From an optimization exercise on the open Yosys and OpenROAD flow, aimed at small area, a short achievable clock period and few clock cycles; shortcuts taken in it are not production practice. The RTL was checked by simulation tests, not by an equivalence proof against the original design. Power is estimated from default activity; no workload was simulated.

## flow/run.sh

```bash
#!/bin/bash
# synth_recipe.tcl (not shown) runs the flow's synth.tcl, then flattens the netlist and writes it again
# the make line also repeats each setting of config.mk as NAME=value (left out here)
make -C /OpenROAD-flow-scripts/flow DESIGN_CONFIG=/design/flow/config.mk WORK_HOME=/design/flow/orfs CLKGATE_MAP_FILE= SYNTH_SCRIPT=/design/flow/synth_recipe.tcl finish
```

## flow/constraint.sdc

```tcl
create_clock -name core_clock -period 6.5 [get_ports {aclk}]
set_input_delay 1.3000 -clock core_clock [delete_from_list [all_inputs] [get_ports {aclk}]]
set_output_delay 1.3000 -clock core_clock [all_outputs]
set_load 0.01 [all_outputs]
```

## flow/config.mk

```make
export PLATFORM = sky130hd
export DESIGN_NAME = swu_top
export DESIGN_NICKNAME = swu_top
export VERILOG_FILES = /design/flow/design.v
export SDC_FILE = /design/flow/constraint.sdc
export NUM_CORES = 4
export LEC_CHECK = 0
export CAP_MARGIN = 20
export CORE_MARGIN = 2
export CORE_UTILIZATION = 40
export SLEW_MARGIN = 20
```

## flow/design.v

```verilog
package swu_pkg;
   localparam int SIMD         = 2;
   localparam int IP_PRECISION = 8;
   localparam int DEF_IFM_WIDTH     = 12;
   localparam int DEF_IFM_HEIGHT    = 12;
   localparam int DEF_IFM_CHANNELS  = 8;
   localparam int DEF_KERNEL_HEIGHT = 3;
   localparam int DEF_KERNEL_WIDTH  = 3;
   localparam int DEF_STRIDE_HT     = 2;
   localparam int DEF_STRIDE_WT     = 2;
   localparam int IDX_W   = 16;
   localparam int COORD_W = 8;
   typedef logic [SIMD*IP_PRECISION-1:0] simd_word_t;
   typedef logic [IDX_W-1:0] idx_t;
   typedef struct packed {
      logic [COORD_W-1:0] out_row;
      logic [COORD_W-1:0] out_col;
      logic [COORD_W-1:0] k_row;
      logic [COORD_W-1:0] k_col;
      logic [COORD_W-1:0] fold;
   } window_pos_t;
endpackage
`timescale 1ns/1ps
module swu_line_buffer #(
   parameter int DEPTH = 48
) (
   input  logic                aclk,
   input  logic                shift_i,
   input  swu_pkg::simd_word_t din_i,
   output logic [DEPTH*16-1:0]  q_o
);
   swu_pkg::simd_word_t sr [DEPTH];
   always_ff @(posedge aclk) begin
      if (shift_i) begin
         for (int i = 0; i < DEPTH - 1; i++) begin
            sr[i] <= sr[i+1];
         end
         sr[DEPTH-1] <= din_i;
      end
   end
   for (genvar g = 0; g < DEPTH; g++) begin : g_q
      assign q_o[g*16 +: 16] = sr[g];
   end
endmodule
`timescale 1ns/1ps
module swu_write_ctrl (
   input  logic       aclk,
   input  logic       aresetn,
   input  logic       adv_i,
   output logic [3:0] row_o,
   output logic [3:0] px_o,
   output logic [1:0] fold_o,
   output logic       last_o,     
   output logic       drop_o,     
   output logic       row0_o,     
   output logic       odd_o,      
   output logic       even_o,     
   output logic       drop_n_o,
   output logic       row0_n_o,
   output logic       odd_n_o,
   output logic       even_n_o
);
   logic [3:0] row_q, px_q, row_n, px_n;
   logic [1:0] fold_q, fold_n;
   always_comb begin
      row_n  = row_q;
      px_n   = px_q;
      fold_n = fold_q;
      if (adv_i) begin
         fold_n = fold_q + 2'd1;
         if (fold_q == 2'd3) begin
            if (px_q == 4'd11) begin
               px_n  = 4'd0;
               row_n = (row_q == 4'd11) ? 4'd0 : row_q + 4'd1;
            end else begin
               px_n = px_q + 4'd1;
            end
         end
      end
   end
   always_ff @(posedge aclk) begin
      if (!aresetn) begin
         row_q  <= '0;
         px_q   <= '0;
         fold_q <= '0;
      end else begin
         row_q  <= row_n;
         px_q   <= px_n;
         fold_q <= fold_n;
      end
   end
   function automatic logic [3:0] classify(input logic [3:0] r, input logic [3:0] p);
      logic d;
      d = (p == 4'd11) || (r == 4'd11);
      classify = {d, !d && r == 4'd0, !d && r[0], !d && !r[0] && r != 4'd0};
   endfunction
   assign {drop_o, row0_o, odd_o, even_o}         = classify(row_q, px_q);
   assign {drop_n_o, row0_n_o, odd_n_o, even_n_o} = classify(row_n, px_n);
   assign row_o  = row_q;
   assign px_o   = px_q;
   assign fold_o = fold_q;
   assign last_o = (px_q == 4'd10) && (fold_q == 2'd3);
endmodule
`timescale 1ns/1ps
module swu_window_addr_gen (
   input  logic       aclk,
   input  logic       aresetn,
   input  logic       step_i,
   output logic [2:0] ox_o,
   output logic [1:0] kh_o,
   output logic [1:0] kw_o,
   output logic [1:0] fold_o,
   output logic       lock_o,      
   output logic       pop_o,       
   output logic       lock_n_o,    
   output logic       frame_end_o,
   output logic       odd_done_o   
);
   logic [2:0] oy_q, ox_q, oy_n, ox_n;
   logic [1:0] kh_q, kw_q, c_q, kh_n, kw_n, c_n;
   always_comb begin
      oy_n = oy_q;
      ox_n = ox_q;
      kh_n = kh_q;
      kw_n = kw_q;
      c_n  = c_q;
      if (step_i) begin
         c_n = c_q + 2'd1;
         if (c_q == 2'd3) begin
            kw_n = (kw_q == 2'd2) ? 2'd0 : kw_q + 2'd1;
            if (kw_q == 2'd2) begin
               kh_n = (kh_q == 2'd2) ? 2'd0 : kh_q + 2'd1;
               if (kh_q == 2'd2) begin
                  ox_n = (ox_q == 3'd4) ? 3'd0 : ox_q + 3'd1;
                  if (ox_q == 3'd4) begin
                     oy_n = (oy_q == 3'd4) ? 3'd0 : oy_q + 3'd1;
                  end
               end
            end
         end
      end
   end
   always_ff @(posedge aclk) begin
      if (!aresetn) begin
         oy_q <= '0;
         ox_q <= '0;
         kh_q <= '0;
         kw_q <= '0;
         c_q  <= '0;
      end else begin
         oy_q <= oy_n;
         ox_q <= ox_n;
         kh_q <= kh_n;
         kw_q <= kw_n;
         c_q  <= c_n;
      end
   end
   assign ox_o     = ox_q;
   assign kh_o     = kh_q;
   assign kw_o     = kw_q;
   assign fold_o   = c_q;
   assign lock_o   = (kh_q == 2'd0) && (ox_q == 3'd0 || kw_q != 2'd0);
   assign pop_o    = (kh_q == 2'd1) && (ox_q == 3'd0 || kw_q != 2'd0);
   assign lock_n_o = (kh_n == 2'd0) && (ox_n == 3'd0 || kw_n != 2'd0);
   assign frame_end_o = (oy_q == 3'd4) && (ox_q == 3'd4) && (kh_q == 2'd2) && (kw_q == 2'd2) && (c_q == 2'd3);
   assign odd_done_o  = (ox_q == 3'd4) && (kh_q == 2'd1) && (kw_q == 2'd2) && (c_q == 2'd3);
endmodule
`timescale 1ns/1ps
module swu_output_stage (
   input  logic                aclk,
   input  logic                aresetn,
   input  logic                push_i,
   input  swu_pkg::simd_word_t data_i,
   input  logic                m_ready_i,
   output logic                m_valid_o,
   output swu_pkg::simd_word_t m_data_o,
   output logic                skid_full_o,
   output logic                skid_full_d_o
);
   logic                out_valid;
   logic                skid_valid;
   swu_pkg::simd_word_t out_data;
   swu_pkg::simd_word_t skid_data;
   logic                out_free;
   assign out_free = !out_valid || m_ready_i;
   assign skid_full_d_o = out_free ? 1'b0 : (skid_valid || push_i);
   always_ff @(posedge aclk) begin
      if (!aresetn) begin
         out_valid  <= 1'b0;
         skid_valid <= 1'b0;
      end else begin
         skid_valid <= skid_full_d_o;
         if (out_free) begin
            out_valid <= skid_valid || push_i;
         end
      end
   end
   always_ff @(posedge aclk) begin
      if (out_free) begin
         out_data <= skid_valid ? skid_data : data_i;
      end
      if (!out_free && !skid_valid) begin
         skid_data <= data_i;
      end
   end
   assign m_valid_o   = out_valid;
   assign m_data_o    = out_data;
   assign skid_full_o = skid_valid;
endmodule
`timescale 1ns/1ps
module swu_top #(
   parameter int IFM_WIDTH     = swu_pkg::DEF_IFM_WIDTH,
   parameter int IFM_HEIGHT    = swu_pkg::DEF_IFM_HEIGHT,
   parameter int IFM_CHANNELS  = swu_pkg::DEF_IFM_CHANNELS,
   parameter int KERNEL_HEIGHT = swu_pkg::DEF_KERNEL_HEIGHT,
   parameter int KERNEL_WIDTH  = swu_pkg::DEF_KERNEL_WIDTH,
   parameter int STRIDE_HT     = swu_pkg::DEF_STRIDE_HT,
   parameter int STRIDE_WT     = swu_pkg::DEF_STRIDE_WT
) (
   input  logic                aclk,
   input  logic                aresetn,
   input  swu_pkg::simd_word_t s_axis_tdata_i,
   input  logic                s_axis_tvalid_i,
   output logic                s_axis_tready_o,
   output swu_pkg::simd_word_t m_axis_tdata_o,
   output logic                m_axis_tvalid_o,
   input  logic                m_axis_tready_i
);
   localparam int DEPTH = 48;
   logic       tready_q;
   logic       acc;
   logic       e_shift, b_shift;
   logic       seq_step;
   logic       e_ok_q, b_ok_q, e_ok_n, b_ok_n;
   logic       in_done_q;
   logic [3:0] in_row, in_px;
   logic [1:0] in_fold;
   logic       in_last;
   logic       in_drop, in_row0, in_odd, in_even;
   logic       in_drop_n, in_row0_n, in_odd_n, in_even_n;
   logic [2:0] ox;
   logic [1:0] kh, kw, fold;
   logic       lock, pop, lock_n, frame_end, odd_done;
   logic       skid_full, skid_full_d;
   logic [DEPTH*16-1:0] ev;
   logic [DEPTH*16-1:0] od;
   swu_pkg::simd_word_t rd_data;
   assign acc = s_axis_tvalid_i && tready_q;
   swu_write_ctrl u_write_ctrl (
      .aclk     (aclk),
      .aresetn  (aresetn),
      .adv_i    (acc),
      .row_o    (in_row),
      .px_o     (in_px),
      .fold_o   (in_fold),
      .last_o   (in_last),
      .drop_o   (in_drop),
      .row0_o   (in_row0),
      .odd_o    (in_odd),
      .even_o   (in_even),
      .drop_n_o (in_drop_n),
      .row0_n_o (in_row0_n),
      .odd_n_o  (in_odd_n),
      .even_n_o (in_even_n)
   );
   assign seq_step = lock ? (acc && in_even) : (!skid_full && !(frame_end && !in_done_q));
   swu_window_addr_gen u_window_addr_gen (
      .aclk        (aclk),
      .aresetn     (aresetn),
      .step_i      (seq_step),
      .ox_o        (ox),
      .kh_o        (kh),
      .kw_o        (kw),
      .fold_o      (fold),
      .lock_o      (lock),
      .pop_o       (pop),
      .lock_n_o    (lock_n),
      .frame_end_o (frame_end),
      .odd_done_o  (odd_done)
   );
   assign e_shift = acc && (in_row0 || in_even);
   assign b_shift = (acc && in_odd) || (seq_step && pop);
   swu_line_buffer #(.DEPTH(DEPTH)) u_even_buf (
      .aclk    (aclk),
      .shift_i (e_shift),
      .din_i   (s_axis_tdata_i),
      .q_o     (ev)
   );
   swu_line_buffer #(.DEPTH(DEPTH)) u_odd_buf (
      .aclk    (aclk),
      .shift_i (b_shift),
      .din_i   (s_axis_tdata_i),
      .q_o     (od)
   );
   always_comb begin
      case (kh)
         2'd0:    rd_data = lock ? ev[4*16 +: 16] : ev[{fold, 4'd0} +: 16];
         2'd1:    rd_data = pop  ? od[4*16 +: 16] : od[{fold, 4'd0} +: 16];
         default: rd_data = ev[(DEPTH - 12) * 16 + {kw, fold, 4'd0} +: 16];
      endcase
   end
   swu_output_stage u_output_stage (
      .aclk          (aclk),
      .aresetn       (aresetn),
      .push_i        (seq_step),
      .data_i        (rd_data),
      .m_ready_i     (m_axis_tready_i),
      .m_valid_o     (m_axis_tvalid_o),
      .m_data_o      (m_axis_tdata_o),
      .skid_full_o   (skid_full),
      .skid_full_d_o (skid_full_d)
   );
   assign e_ok_n = (seq_step && frame_end) || (e_ok_q && !(acc && in_row0 && in_last));
   assign b_ok_n = (seq_step && odd_done) || (b_ok_q && !(acc && in_odd && in_last));
   always_ff @(posedge aclk) begin
      if (!aresetn) begin
         e_ok_q   <= 1'b1;
         b_ok_q   <= 1'b1;
         tready_q <= 1'b1;
         in_done_q <= 1'b0;
      end else begin
         if (acc && in_row == 4'd11 && in_px == 4'd11 && in_fold == 2'd3) begin
            in_done_q <= 1'b1;
         end else if (seq_step && frame_end) begin
            in_done_q <= 1'b0;
         end
         e_ok_q   <= e_ok_n;
         b_ok_q   <= b_ok_n;
         tready_q <= in_drop_n || (in_row0_n && e_ok_n) || (in_odd_n && b_ok_n)
                  || (in_even_n && lock_n && !skid_full_d);
      end
   end
   assign s_axis_tready_o = tready_q;
endmodule
```

==> summary.txt <==
-- flip-flops by register name (all words and copies together) (netlist names) --
name	cells
in_done_q	1
u_window_addr_gen.kw_q	2
u_write_ctrl.px_q	4
u_write_ctrl.fold_q	2
u_window_addr_gen.ox_q	3
u_write_ctrl.row_q	4
u_odd_buf.sr	768
u_even_buf.sr	768
u_window_addr_gen.oy_q	3
u_window_addr_gen.c_q	2
u_window_addr_gen.kh_q	2
e_ok_q	1
u_output_stage.out_data	16
b_ok_q	1
tready_q	1
u_output_stage.skid_valid	1
u_output_stage.skid_data	16
u_output_stage.out_valid	1
-- metrics by stage --
stage | hold slack (ns) | total power [uW]
5_1_grt | 0.409 | 20900
3_5_place_dp | 0.405 | 12100
6_report | 0.398 | 20200
4_1_cts | 0.394 | 20500
3_3_place_gp | 0.400 | 12000
2_1_floorplan | 0.400 | 12000
-- where the power goes --
group / switching (uW) / internal [uW]
combinational: 136 / 70.0
sequential: 98.5 / 11500
clock: 3610 / 4700
-- per-layer routing --
metal,global-route usage,share of wire,vias up,wire length [um]
li1,-,-,8742,-
met1,0.158,0.48,10100,34100
met2,0.156,0.44,437,31500
met3,0.0316,0.063,134,4520
met4,0.0415,0.023,2,1670
met5,0,0.00011,-,8
-- path summary, 6_finish.rpt --
kind / start / end / slack (ns) / depth (start not counted)
worst max-delay path: s_axis_tvalid_i / u_odd_buf.sr[38][10] / 2.36 / 7
worst min-delay path: u_odd_buf.sr[5][14] / u_odd_buf.sr[4][14] / 0.40 / 0
worst max register to register: u_window_addr_gen.c_q[0] / u_odd_buf.sr[38][10] / 2.72 / 7
worst min register to register: u_odd_buf.sr[5][14] / u_odd_buf.sr[4][14] / 0.40 / 0
-- area by class of cell --
class,count,share of cell area
sequential,1596,0.801
clock buffer,183,0.0667
multi-input combinational,382,0.0655
tap,1742,0.0366
timing repair buffer,82,0.0155
clock inverter,91,0.0131
inverter,25,0.00158
antenna,2,0.0000841
-- logic make-up after synthesis --
kind of cell | Yosys count
mux | 133
flops | 1596
buf+inv | 67
xor+xnor | 3
fa+ha+maj | 10
compound gates | 91
simple gates | 145
-- placed cells by master (no fill, tap or decap), drive strengths merged, types with 2 or more instances in the layout --
master         Yosys  final
clkbuf            22    183
edfxtp          1568   1568
o31ai              3      3
mux4              81     81
and3               2      2
or2                2      2
o22ai              4      4
nand2b             7      7
o221ai            12     12
nand3b             2      2
mux2              19     19
nand4              4      4
inv               25     34
nor3               7      7
mux2i             33     33
diode              0      2
a211oi             2      2
nor2              30     30
ha                10     10
nand3             19     19
nand2             55     55
buf               20     45
xnor2              2      2
bufinv             0      8
o21ai             33     33
clkinv             0     70
and2               4      4
nor2b              3      3
dfxtp             28     28
clkinvlp           0      4
clkdlybuf4s50      0     37
a21oi             22     22
nor3b              2      2
a221o              4      4
-- critical path: cells and delay by family --
family          cells  cell delay [ns]
compound gates      2             0.80
simple gates        3             1.20
buf+inv             2             1.10
==> impl_results.md <==
* Top area cells in the synthesized netlist: edfxtp_1 91%, mux4_2 3.5%, dfxtp_1 1.1%
* Synth unique cells at 61
* Setup Crit Path Kind: in -> reg
* Synth Warn # at 6
* Count leader, synth: edfxtp_1
* CTS Root Cell: clkbuf_16
* Vias in the first global route at 19900
* Fin Setup TNS at 0 ns
* Top-area cell type share of the netlist area at 0.909
* Multi-input gate area at 3900 um^2
* Clk sinks at 1596
* CP peak stage delay at 0.75 ns
* Final worst slack at 2.36 ns
* Clock buffer count from CTS at 150
* Startpoint types: input pin
* Multiplexer share of the synthesized area at 0.0457
* Placed Instances at 3827
* RSZ-0062 raised after global routing: no
* Simple-Gate Fraction of Synth Area at 0.0139
* Clk buf depth at 3
* Finished Core Util at 0.461
* Clk slew on worst S/H paths at 0.06 ns
* Max-slew violation count at 0
* H-Tree Depth at 4
* PortBufs at 37
* Xor/xnor cell area share of the yosys netlist at 0.000507
* Post-DP HPWL at 38.1 mm
* Main combinational cell family by area after synthesis: multiplexers
* GRT Resource Usage Total at 0.109
* Via-per-instance ratio at 4.74
* Top_reg_cell synth: edfxtp_1
* Crit-path cells: clkdlybuf4s50_1 > nand2_1 > a2111o_1 > o32ai_4 > nand2_1 > nand2_8 > buf_4
* Synth Area in Compound Gates at 0.0117
* Initial core utilization at 0.402
* First-pass GRT wire length at 113 mm
* Fill cells at 10500
* Worst clock skew at 0.0409 ns
* Fin crit share at 0.637
* Max cap viols at 0
* Crit path arrival time at 4.55 ns
* Rows at 132
* Final Critical Period at 4.14 ns
* CP Capture Type: register
* Vias after detailed routing at 19400
* Peak fanout along the critical path at 105
* Commonest cells in the netlist: 1568 x edfxtp_1, 81 x mux4_2, 53 x nand2_1
* Layout cells sized above 1 at 0.162
* Hold buffer count at CTS at 0
* Die Span Y at 364 um
* Final setup vio count at 0
* Adder-cell share of the synthesized area at 0.00242
* Total gr overflow at 0
* I/O pin cnt at 38
* DP Worst Slack at 1.57 ns
* Number of flops mapped to enable cells by yosys at 1568
* Mean post-synth cell area at 25.3 um^2
* Setup bufs post-CTS at 0
* Antenna violations before repair at 7
* Pwr/cell area at 339 nW/um^2
* DIE WIDTH at 364 um
* CTS tree: yes
* Core ar. at 129000 um^2
* Total Routed Length at 71.7 mm
* Slew margin rel. at 0.288
* Die Area at 132000 um^2
* Final Hold Viols at 0
* Post-route cell area at 59500 um^2
* Final antenna-violating net count at 0
* Share of flip-flops with an asynchronous set or reset at 0
* Routed wire per std cell at 17.5 um
* Largest net degree at the start of global routing at 142
* Reg area at 47700 um^2
* Worst slew pin tran at 1.07 ns
* Fmax at 242 MHz
* Synthesized net count at 2075
* Cell Count, Final, Fillers Out at 4103
* DRT iter0 DRCs at 2025
* Static Leak at 0.0189 uW
* #FFs+latches synth at 1596
* P&R area growth vs syn at 14.9%
* Critical Path Slowest Stage Cell: nand2_8
* Cell Area, Synth at 51800 um^2
* CP most frequent cell: nand2_1
* Status: timing/DRC/antenna clean
* Critical Path RT at 6.91 ns
* Detailed Routing Iterations Pass 1 at 5
* Fin nets at 2267
* Post-route DRC at 0
* Synth area leader: edfxtp_1
* Clk Latency, worst-skew pair at 0.76 ns
* GPL Wtd Cong at 0.771
* Worst VDD drop at 277 uV
* Post-synthesis sequential area ratio at 0.920
* Post-CTS Resized at 0
* Min-Delay Path Class: reg -> reg
* Dpl cell area at 54700 um^2
* Gate Count Post-Synth at 2045
Testbench counts, summed over its fixed seeds: cycles 56,120.

[port drivers added, routing unchanged]
In the flow no input, the clock included, has a driving cell. The finished layout below was timed again as built, in two steps. Step 1: set_driving_cell puts a clkbuf_16 on aclk and a buf_2 on each other input, an assumption about the parent block. Step 2 adds t to the input delays and takes it off the output delays; t is the mean of the earliest and latest rising clock arrival at the registers after step 1. Input paths then give back, and output paths get back, about the clock's delay inside the block. Three values: ideal, step 1, step 2; two values: the first two.
t, ns: 0.802
slack for setup (ns): 2.360 / 2.348 / 1.546
worst slew at a driven data input, ns: 0.14
cell pins on the clock port's net: 1
After both steps setup and hold are still met in this run. The setup slack of this run moves by -0.012 ns with the drivers and by -0.814 ns with both steps.
